Source: an optimization exercise on an open RTL-to-GDS flow (aim: small area, a short achievable clock period and few clock cycles per item). Production flows keep margins and buffers that such runs may drop.
Only simulation tests tie the RTL to the original design; equivalence was not proved.

==> flow/design.v <==
package mm_pe_stream_pkg;
  localparam int PE_W         = 16;
  localparam int PE_MAX_WORDS = 256;
  localparam int PE_CNT_W     = 9;
  localparam int PE_CARRY_W = PE_W + 2;
  localparam int PE_PROD_W  = 2 * PE_W + 2;
  typedef enum logic [2:0] {
    ST_IDLE   = 3'd0,
    ST_Q      = 3'd1,
    ST_ACC0   = 3'd2,
    ST_STREAM = 3'd3,
    ST_FLUSH  = 3'd4,
    ST_DONE   = 3'd5
  } pe_state_t;
endpackage
module mm_pe_mac
#(
  parameter int W = mm_pe_stream_pkg::PE_W
) (
  input  logic [W-1:0]   i_a,
  input  logic [W-1:0]   i_b,
  input  logic [W-1:0]   i_c,
  input  logic [W-1:0]   i_d,
  input  logic [W-1:0]   i_e,
  input  logic [W+1:0]   i_f,
  output logic [2*W+1:0] o_sum
);
  localparam int PW = 2 * W + 2;
  assign o_sum = PW'(i_a) + PW'(i_b) * PW'(i_c) + PW'(i_d) * PW'(i_e) + PW'(i_f);
endmodule
module mm_pe_stream
#(
  parameter int W         = mm_pe_stream_pkg::PE_W,
  parameter int MAX_WORDS = mm_pe_stream_pkg::PE_MAX_WORDS,
  parameter int CNT_W     = mm_pe_stream_pkg::PE_CNT_W
) (
  input  logic             clk,
  input  logic             rstn,
  input  logic             start,
  input  logic [CNT_W-1:0] n_words,
  input  logic [W-1:0]     x_j,
  input  logic [W-1:0]     m_prime,
  input  logic [W-1:0]     s_hi,
  input  logic             in_valid,
  output logic             in_ready,
  input  logic [W-1:0]     y_i,
  input  logic [W-1:0]     m_i,
  input  logic [W-1:0]     s_i,
  output logic             out_valid,
  input  logic             out_ready,
  output logic [W-1:0]     out_word,
  output logic [W-1:0]     out_top,
  output logic             busy,
  output logic             done,
  output logic             err
);
  localparam int CW = W + 2;
  localparam int PW = 2 * W + 2;
  mm_pe_stream_pkg::pe_state_t        r_state;
  logic [CNT_W-1:0] r_n;
  logic [CNT_W-1:0] r_idx;
  logic [W-1:0]     r_x;
  logic [W-1:0]     r_mp;
  logic [W-1:0]     r_shi;
  logic [W-1:0]     r_q;
  logic [W-1:0]     r_y0;
  logic [W-1:0]     r_m0;
  logic [W-1:0]     r_s0;
  logic [CW-1:0]    r_carry;
  logic             r_out_valid;
  logic [W-1:0]     r_out_word;
  logic [W-1:0]     r_out_top;
  logic             r_busy;
  logic             r_done;
  logic             r_err;
  logic             w_n_legal;
  logic             w_out_free;
  logic             w_last;
  logic             w_acc0;
  logic [W-1:0]     w_q_lin;
  logic [W-1:0]     w_q;
  logic [W-1:0]     w_mac_a;
  logic [W-1:0]     w_mac_c;
  logic [W-1:0]     w_mac_e;
  logic [CW-1:0]    w_mac_f;
  logic [PW-1:0]    w_t;
  logic [W+2:0]     w_u;
  assign w_n_legal  = (n_words != '0) && (n_words <= CNT_W'(MAX_WORDS));
  assign w_out_free = !r_out_valid || out_ready;
  assign w_last     = (r_idx == (r_n - CNT_W'(1)));
  assign w_acc0     = (r_state == mm_pe_stream_pkg::ST_ACC0);
  assign w_q_lin = s_i + r_x * y_i;
  assign w_q     = w_q_lin * r_mp;
  assign w_mac_a = w_acc0 ? r_s0 : s_i;
  assign w_mac_c = w_acc0 ? r_y0 : y_i;
  assign w_mac_e = w_acc0 ? r_m0 : m_i;
  assign w_mac_f = w_acc0 ? '0   : r_carry;
  mm_pe_mac #(
    .W(W)
  ) u_mac (
    .i_a   (w_mac_a),
    .i_b   (r_x),
    .i_c   (w_mac_c),
    .i_d   (r_q),
    .i_e   (w_mac_e),
    .i_f   (w_mac_f),
    .o_sum (w_t)
  );
  assign w_u = (W+3)'(r_carry) + (W+3)'(r_shi);
  assign in_ready = (r_state == mm_pe_stream_pkg::ST_Q) || ((r_state == mm_pe_stream_pkg::ST_STREAM) && w_out_free);
  assign out_valid = r_out_valid;
  assign out_word  = r_out_word;
  assign out_top   = r_out_top;
  assign busy      = r_busy;
  assign done      = r_done;
  assign err       = r_err;
  always_ff @(posedge clk or negedge rstn) begin
    if (!rstn) begin
      r_state     <= mm_pe_stream_pkg::ST_IDLE;
      r_n         <= '0;
      r_idx       <= '0;
      r_x         <= '0;
      r_mp        <= '0;
      r_shi       <= '0;
      r_q         <= '0;
      r_y0        <= '0;
      r_m0        <= '0;
      r_s0        <= '0;
      r_carry     <= '0;
      r_out_valid <= 1'b0;
      r_out_word  <= '0;
      r_out_top   <= '0;
      r_busy      <= 1'b0;
      r_done      <= 1'b0;
      r_err       <= 1'b0;
    end else begin
      r_done <= 1'b0;
      r_err  <= 1'b0;
      if (r_out_valid && out_ready) begin
        r_out_valid <= 1'b0;
      end
      case (r_state)
        mm_pe_stream_pkg::ST_IDLE: begin
          if (start) begin
            if (!w_n_legal) begin
              r_err <= 1'b1;
            end else begin
              r_n       <= n_words;
              r_x       <= x_j;
              r_mp      <= m_prime;
              r_shi     <= s_hi;
              r_carry   <= '0;
              r_out_top <= '0;
              r_busy    <= 1'b1;
              r_state   <= mm_pe_stream_pkg::ST_Q;
            end
          end
        end
        mm_pe_stream_pkg::ST_Q: begin
          if (in_valid) begin
            r_q     <= w_q;
            r_y0    <= y_i;
            r_m0    <= m_i;
            r_s0    <= s_i;
            r_state <= mm_pe_stream_pkg::ST_ACC0;
          end
        end
        mm_pe_stream_pkg::ST_ACC0: begin
          r_carry <= w_t[PW-1:W];
          r_idx   <= CNT_W'(1);
          r_state <= (r_n > CNT_W'(1)) ? mm_pe_stream_pkg::ST_STREAM : mm_pe_stream_pkg::ST_FLUSH;
        end
        mm_pe_stream_pkg::ST_STREAM: begin
          if (in_valid && w_out_free) begin
            r_out_word  <= w_t[W-1:0];
            r_out_valid <= 1'b1;
            r_carry     <= w_t[PW-1:W];
            if (w_last) begin
              r_state <= mm_pe_stream_pkg::ST_FLUSH;
            end else begin
              r_idx <= r_idx + CNT_W'(1);
            end
          end
        end
        mm_pe_stream_pkg::ST_FLUSH: begin
          if (w_out_free) begin
            r_out_word  <= w_u[W-1:0];
            r_out_valid <= 1'b1;
            r_out_top   <= W'(w_u[W+2:W]);
            r_state     <= mm_pe_stream_pkg::ST_DONE;
          end
        end
        mm_pe_stream_pkg::ST_DONE: begin
          if (r_out_valid && out_ready) begin
            r_done  <= 1'b1;
            r_busy  <= 1'b0;
            r_state <= mm_pe_stream_pkg::ST_IDLE;
          end
        end
        default: begin
          r_state <= mm_pe_stream_pkg::ST_IDLE;
        end
      endcase
    end
  end
endmodule
==> flow/run.sh <==
#!/bin/bash
# synth_recipe.tcl (not shown) runs the flow's synth.tcl, then flattens the netlist and writes it again
# the make line also repeats each setting of config.mk as NAME=value (left out here)
make -C /OpenROAD-flow-scripts/flow DESIGN_CONFIG=/design/flow/config.mk WORK_HOME=/design/flow/orfs CLKGATE_MAP_FILE= SYNTH_SCRIPT=/design/flow/synth_recipe.tcl finish
==> flow/config.mk <==
export PLATFORM = sky130hd
export DESIGN_NAME = mm_pe_stream
export DESIGN_NICKNAME = mm_pe_stream
export VERILOG_FILES = /design/flow/design.v
export SDC_FILE = /design/flow/constraint.sdc
export NUM_CORES = 4
export LEC_CHECK = 0
export CAP_MARGIN = 20
export CORE_MARGIN = 2
export CORE_UTILIZATION = 40
export SLEW_MARGIN = 20
==> flow/constraint.sdc <==
create_clock -name core_clock -period 12.5 [get_ports {clk}]
set_input_delay 2.5000 -clock core_clock [delete_from_list [all_inputs] [get_ports {clk}]]
set_output_delay 2.5000 -clock core_clock [all_outputs]
set_load 0.01 [all_outputs]
==> results.txt <==
-- worst max-delay path by stage --
stage / slack [ns] / to / start / cells after the start
after floorplan: 0.52 / r_q[15] / y_i[1] / 40
after global placement: -0.22 / r_q[15] / y_i[1] / 41
after detailed placement: -0.34 / r_q[15] / y_i[1] / 41
after CTS: 0.18 / r_q[15] / y_i[1] / 41
after global routing: -0.03 / r_q[15] / y_i[1] / 39
final: 0.48 / r_q[15] / y_i[1] / 39
-- flip-flops by register name, summed over array words and instances, names as in the netlist --
| signal | flops |
|---|---|
| r_idx | 9 |
| r_n | 9 |
| r_x | 16 |
| r_carry | 18 |
| r_err | 1 |
| r_state | 3 |
| r_shi | 16 |
| r_q | 16 |
| r_y0 | 16 |
| r_out_top | 3 |
| r_s0 | 16 |
| r_out_valid | 1 |
| r_busy | 1 |
| r_out_word | 16 |
| r_mp | 16 |
| r_m0 | 16 |
| r_done | 1 |
-- synthesized netlist by cell type, types with 6 or more instances --
master	count
fa_1	598
nand2_1	605
a21oi_1	101
dfrtp_1	174
ha_1	391
inv_1	796
buf_4	13
a21boi_0	9
clkbuf_1	143
mux2i_1	14
o21ai_0	117
and2_1	309
and3_1	12
mux2_2	86
xnor2_1	129
nor2_1	88
o31ai_1	7
xor2_1	51
o21a_1	21
buf_1	6
o31a_1	6
nand2b_1	47
nor2b_1	119
nor4_1	7
a211oi_1	10
nand4_1	8
nor3_1	26
o21bai_1	14
nand3_1	21
a31oi_1	8
a21o_1	46
-- cell type report --
| class | count | area, µm² | share of cell area, % |
|---|---|---|---|
| clock buffer | 17 | 425.4 | 1.069 |
| clock inverter | 15 | 198.9 | 0.5001 |
| inverter | 797 | 2992 | 7.521 |
| multi-input combinational | 2931 | 28220 | 70.95 |
| sequential | 174 | 4354 | 10.95 |
| tap | 1176 | 1471 | 3.699 |
| timing repair buffer | 235 | 2113 | 5.312 |
-- worst reg2reg max path, delay by kind of cell, from the launching register on --
kind	cells	cell delay [ns]
AOI/OAI and AO/OA	10	1.90
muxes	1	0.63
xor gates and xnor gates	2	0.37
DFF	1	0.68
adders and majority gates	10	4.63
buffers and inverters	9	0.73
and+or+nand+nor	7	1.84
-- metrics by stage --
stage	area, µm²	hold slack [ns]	cells
CTS	39750	0.4770	5344
global placement	39130	0.4513	5312
global route	39780	0.4894	5345
detailed placement	39130	0.4566	5312
floorplan	36190	0.4401	4064
finish	39780	0.4753	5345
-- repair_timing --
action                                  in CTS  in global routing
resized for setup                            0                  6
setup buffers                                0                  1
endpoints found under the setup margin       0                  1
-- per-layer routing --
metal	global-route usage, %	vias up	share of wire, %
met3	2.795	115	3.6
li1	-	12540	-
met2	35.85	449	50
met4	7.518	2	3.4
met5	0	-	0.015
met1	27.11	13500	43
-- layout by cell type (no fill, tap or decap), types with 4 or more instances in the layout --
| cell type | instances |
|---|---|
| fa_1 | 597 |
| xnor2_2 | 5 |
| o21bai_1 | 14 |
| or2_2 | 4 |
| inv_1 | 796 |
| o21a_1 | 21 |
| ha_1 | 391 |
| and3_1 | 12 |
| a21oi_1 | 99 |
| and2_1 | 309 |
| nand4_1 | 8 |
| a21oi_2 | 4 |
| inv_8 | 4 |
| dfrtp_1 | 174 |
| nor2b_1 | 119 |
| mux2_2 | 86 |
| nand2_1 | 605 |
| nor4_1 | 7 |
| conb_1 | 13 |
| o21ai_1 | 5 |
| clkbuf_16 | 17 |
| o31ai_1 | 7 |
| a31oi_1 | 8 |
| nand3_1 | 21 |
| o21ai_0 | 114 |
| clkdlybuf4s50_1 | 132 |
| nand2b_1 | 47 |
| a211oi_1 | 10 |
| a21boi_0 | 9 |
| clkinv_8 | 5 |
| o31a_1 | 6 |
| nor3_1 | 25 |
| buf_4 | 101 |
| xor2_1 | 51 |
| nor2_1 | 87 |
| a21o_1 | 46 |
| mux2i_1 | 14 |
| xnor2_1 | 128 |
-- kinds of logic (layout without fill, tap and decap cells) --
family,count (synthesis),count (layout)
other cells,1,13
simple gates,1260,1260
mux,100,100
buf+inv,959,1064
fa+ha+maj,989,989
compound gates,384,384
xor+xnor,185,185
flops,174,174
==> results.yml <==
setup_path:
  path_common_cell: "fa_1"
  regToRegEndpoint: "r_carry[13]"
  cp.arrival_ns: 12.38
  crit_slowest_cell: "fa_1"
  cp-start-kind: "input pin"
  crit_buf_inv: 8
  r2r_setup_slack_ns: 1.55
  critPathMaxFanout: 9
  r2r_cells: 39
  required_ns: 12.86
  cp_top_family: "adder cells"
  crit_type: "in2reg"
  max_stage_delay_ns: 0.56
  r2r_start: "r_state[1]"
  end_kind: "flip-flop"
route:
  wl_mm: 92.77
  drtPass1Iterations: 5
  remaining_drc_errors: 0
  wl_per_cell_um: 17.36
  first_iter_violations: 1211
  ant_nets: 0
  viasPerCell: 4.978
  vias: 26610
timing:
  period_share_pct: 96.14
  max_freq_ghz: 0.08321
  fin_skew_ns: 0.01963
  slew_headroom_pct: 32.64
  hold_violations: 0
  slew_viol_final: 0
  finalCriticalPeriod_ns: 12.02
  setup_ws_ns: 0.4829
  final-setup-viol-count: 0
  setup_tns_ns: 0
  tightest_slew_ns: 1.010
floorplan:
  die-width_um: 304.6
  core_area_um2: 89740
  io_pins: 147
  die_h_um: 304.6
  start_util_pct: 40.28
  row_count: 110
  die_area_um2: 92790
placed_design:
  hpwl_mm: 74.71
  portBuffers: 133
  gp_congestion: 0.8594
  preCtsSetupSlack_ns: -0.3416
layout:
  drive_gt1_share_pct: 5.925
  fin_nets: 5255
  nFillCells: 8867
  syn_to_final_growth_pct: 10.05
  final_core_util_pct: 44.33
  diodes: 0
clock_network:
  cts_buffer_depth: 2
  cts_tree: "done"
  htreeDepth: 4
  clock_latency_ns: 0.52
  cts.reportedPaths.clkPinSlew_ns: 0.08
  cts-buffers-inserted: 17
  clock-sinks: 174
  clockRootBuffer: "clkbuf_16"
  hold_buffers: 0
global_route:
  grt.overflow.total: 0
  grt_pass1_vias: 28110
  grt_pass1_wl_mm: 152.6
  grt_antenna_before_repair: 2
  track_usage_pct: 20.94
  grt_max_degree: 89
synth:
  synthAdderAreaFrac_pct: 46.65
  synth_xor_area_share_pct: 4.604
  synth-simple-area-share_pct: 16.91
  netlist_area_um2: 36150
  syn_inst: 4052
  synth_area_leaders: "fa_1, ha_1, dfrtp_1"
  ys_warn_count: 1
  ys.flop_type: "dfrtp_1"
  synth_compound_area_share_pct: 6.618
  syn-mean-instance-area_um2: 8.921
  ys_seq_area_share_pct: 12.05
  synth_top_family_by_area: "adder cells"
  yosysTopAreaCell: "fa_1"
  synth_edf_count: 0
  async_flop_share_pct: 100.0
  yosysTopAreaCellShare_pct: 33.12
  ys_types: 73
  ys_ff_latch: 174
  synthMuxAreaShare_pct: 3.067
hold_path:
  hold_class: "reg2reg"
  worst_hold_startpoint: "r_y0[1]"
  hold_end: "r_y0[1]"
  hold_path_depth: 2
job:
  max_cap_violations: 0
run_status:
  outcome: "timing/DRC/antenna clean"
Testbench counts, summed over its fixed seeds: cycles 13,435, words 13,043.

==> re-timing with driven ports <==
In the flow no input, the clock included, has a driving cell. The finished layout below was timed again as built, in two steps.
Step 1: set_driving_cell puts a clkbuf_16 on clk and a buf_2 on each other input, an assumption about the parent block.
Step 2 adds t to the input delays and takes it off the output delays; t is the mean of the earliest and latest rising clock arrival at the registers after step 1. Input paths then give back, and output paths get back, about the clock's delay inside the block.
a / b / c = no drivers / after step 1 / after step 2; a / b = the first two.
t (ns): 0.583
setup WS [ns]: 0.483 / 0.530 / -0.053
worst hold slack (ns): 0.475 / 0.475 / 0.475
Met with ideal ports but missed after step 2: setup timing in this run. For this run, drivers alone change the setup slack by +0.047 ns; drivers and shift together by -0.536 ns.
